Source: an optimization exercise on an open RTL-to-GDS flow (aim: small area, a short achievable clock period and few clock cycles per item). Production flows keep margins and buffers that such runs may drop.
Where RTL was checked, it was by simulation tests only, not by an equivalence proof against the original.

==> inputs of job 1254 <==
==> flow/design.v (excerpt) <==
module hsl_to_rgb_converter #(
    parameter int unsigned FRAC_BITS = hsl2rgb_pkg::FRAC_BITS_DEF
) (
    input  logic             i_clk,
    input  logic             i_rst_n,
    input  logic             i_pix_valid,
    output logic             i_pix_ready,
    input  logic [hsl2rgb_pkg::HUE_W-1:0] i_pix_hue,
    input  logic [hsl2rgb_pkg::SL_W-1:0]  i_pix_saturation,
    input  logic [hsl2rgb_pkg::SL_W-1:0]  i_pix_lightness,
    output logic             o_pix_valid,
    input  logic             o_pix_ready,
    output logic [hsl2rgb_pkg::CH_W-1:0]  o_pix_red,
    output logic [hsl2rgb_pkg::CH_W-1:0]  o_pix_green,
    output logic [hsl2rgb_pkg::CH_W-1:0]  o_pix_blue
);
clock: 8.0 ns
lec_check: 0
cap_margin: 20
core_margin: 2
core_utilization: 45
place_density: 0.6
setup_slack_margin: 2.5
slew_margin: 20
synth_hierarchical: 1
run.sh (not shown) runs the stock make flow with config.mk's settings and CLKGATE_MAP_FILE= SYNTH_SCRIPT=/design/flow/synth_recipe.tcl, a recipe that flattens the netlist after the stock synthesis.
==> inputs of job 9379, as changes to job 1254 <==
- SETUP_SLACK_MARGIN: 2.5 -> unset
==> run_results.csv <==
group,metric,value,unit
global_routing,grt_start_max_net_pins,81,
status,status,"no timing/DRC/antenna violations",
global_routing,use_met3,5.34,%
detailed_routing,dr_wl_met3,5530,um
Source of the figures above: job 1254

==> run_results.csv <==
group,metric,value,unit
global_routing,use_met3,5.95,%
global_routing,grt_start_max_net_pins,184,
status,status,"no timing/DRC/antenna violations",
detailed_routing,dr_wl_met3,5170,um
Source of the figures above: job 9379

Testbench counts of job 1254, summed over its fixed seeds: cycles 32,024, items 32,000.
Testbench counts of job 9379, summed over its fixed seeds: cycles 32,024, items 32,000.

* * *

==> trial 46 <==
hsl_to_rgb_converter, a different RTL version from the one above (not shown whole).
Settings: LEC_CHECK=0, CAP_MARGIN=20, CORE_MARGIN=2, CORE_UTILIZATION=45, PLACE_DENSITY=0.6, SETUP_SLACK_MARGIN=3.0, SLEW_MARGIN=20, SYNTH_HIERARCHICAL=1; clock period 8.0 ns.
==> build 30: changes against trial 46 <==
--- a/flow/config.mk
+++ b/flow/config.mk
@@ -9,6 +9,6 @@
 export CORE_MARGIN = 2
 export CORE_UTILIZATION = 45
 export PLACE_DENSITY = 0.6
-export SETUP_SLACK_MARGIN = 3.0
+export SETUP_SLACK_MARGIN = 2.0
 export SLEW_MARGIN = 20
 export SYNTH_HIERARCHICAL = 1
==> results.txt <==
                                                                               build 30             trial 46
Slew headroom                                                                     0.321                0.313
Bufs and invs on worst path                                                           1                    2
Clk Latency, worst-skew pair                                                     550 ps               570 ps
Metal-1 WL                                                                      26.9 mm              28.5 mm
# clk buffers                                                                        31                   32
Transition time of the tightest slew-check pin                                  1020 ps              1030 ps
Met2 Routed Length                                                              29.4 mm              31.6 mm
CP Data Required Time                                                           8270 ps              8310 ps
Run status                                                               finished clean       finished clean
Final standard cell count with taps included and fillers excluded                  2893                 2994
Number of antenna diodes                                                              0                    1
Launching point of the worst reg2reg path                          r1_hcs_327$_DFFE_PP_  r1_pc_313$_DFFE_PP_
Max frequency                                                                   173 MHz              184 MHz
Final HPWL from detailed placement                                              48.7 mm              49.3 mm
Crit path launch                                                    i_pix_lightness[12]  r1_pc_313$_DFFE_PP_
Net count, final                                                                   2654                 2752
No functional check of the RTL was part of any run of this note.

* * *

==> run a: inputs <==
Another version of the RTL of hsl_to_rgb_converter (not shown whole).
export LEC_CHECK = 0
export ABC_AREA = 0
export CAP_MARGIN = 20
export CORE_MARGIN = 2
export CORE_UTILIZATION = 55
export PLACE_DENSITY = 0.75
export SETUP_SLACK_MARGIN = 4.9
export SLEW_MARGIN = 20
export SYNTH_HIERARCHICAL = 1
create_clock -name core_clock -period 8.0 [get_ports {i_clk}]
==> run b: changes against run a <==
ABC_AREA = 1   (was 0)
==> notes <==
- In run b the cell count is higher than in run a, by 21%.
- Between run b and run a, the lower clock skew is in run b (gap 0.013 ns).
- Against run a, the register-to-register slack of run b is better by 0.41 ns.
- Flip-flop and latch count is the same in run b and run a.
Testbench counts of run a, summed over its fixed seeds: cycles 32,048, items 32,000.
Testbench counts of run b, summed over its fixed seeds: cycles 32,048, items 32,000.

[static timing again, ports no longer ideal]
No port has a modelled driver above. Below, the same layouts with a new extraction and two added sets of constraints. Step 1 sets driving cells, clkbuf_16 on the clock port and buf_2 on the other inputs (assumed; they add their load-dependent delay and slew). Step 2 times the ports against the registers' clock, not the clock port: input delays grow and output delays shrink by t, the midpoint of the rising clock arrivals with the driver on. Three values: ideal, step 1, step 2; two values: the first two.
| run | t, ns | setup slack, ns | worst hold slack (ns) | worst setup path after step 2 |
|---|---|---|---|---|
| job 1254 | 0.544 | 2.282 / 2.282 / 2.207 | 0.429 / 0.429 / 0.429 | input to register |
| job 9379 | 0.549 | 1.451 / 1.451 / 1.451 | 0.421 / 0.421 / 0.421 | register to register |
| trial 46 | 0.609 | 2.559 / 2.559 / 2.487 | 0.464 / 0.464 / 0.464 | input to register |
| build 30 | 0.601 | 2.233 / 2.268 / 1.667 | 0.468 / 0.468 / 0.468 | input to register |
| run a | 0.641 | 4.437 / 4.437 / 4.437 | 0.419 / 0.419 / 0.419 | register to register |
| run b | 0.651 | 4.843 / 4.843 / 4.499 | 0.415 / 0.415 / 0.415 | input to register |
After both steps setup and hold are still met in every run listed. For build 30, which loses most, drivers alone change the setup slack by +0.035 ns; drivers and shift together by -0.566 ns.
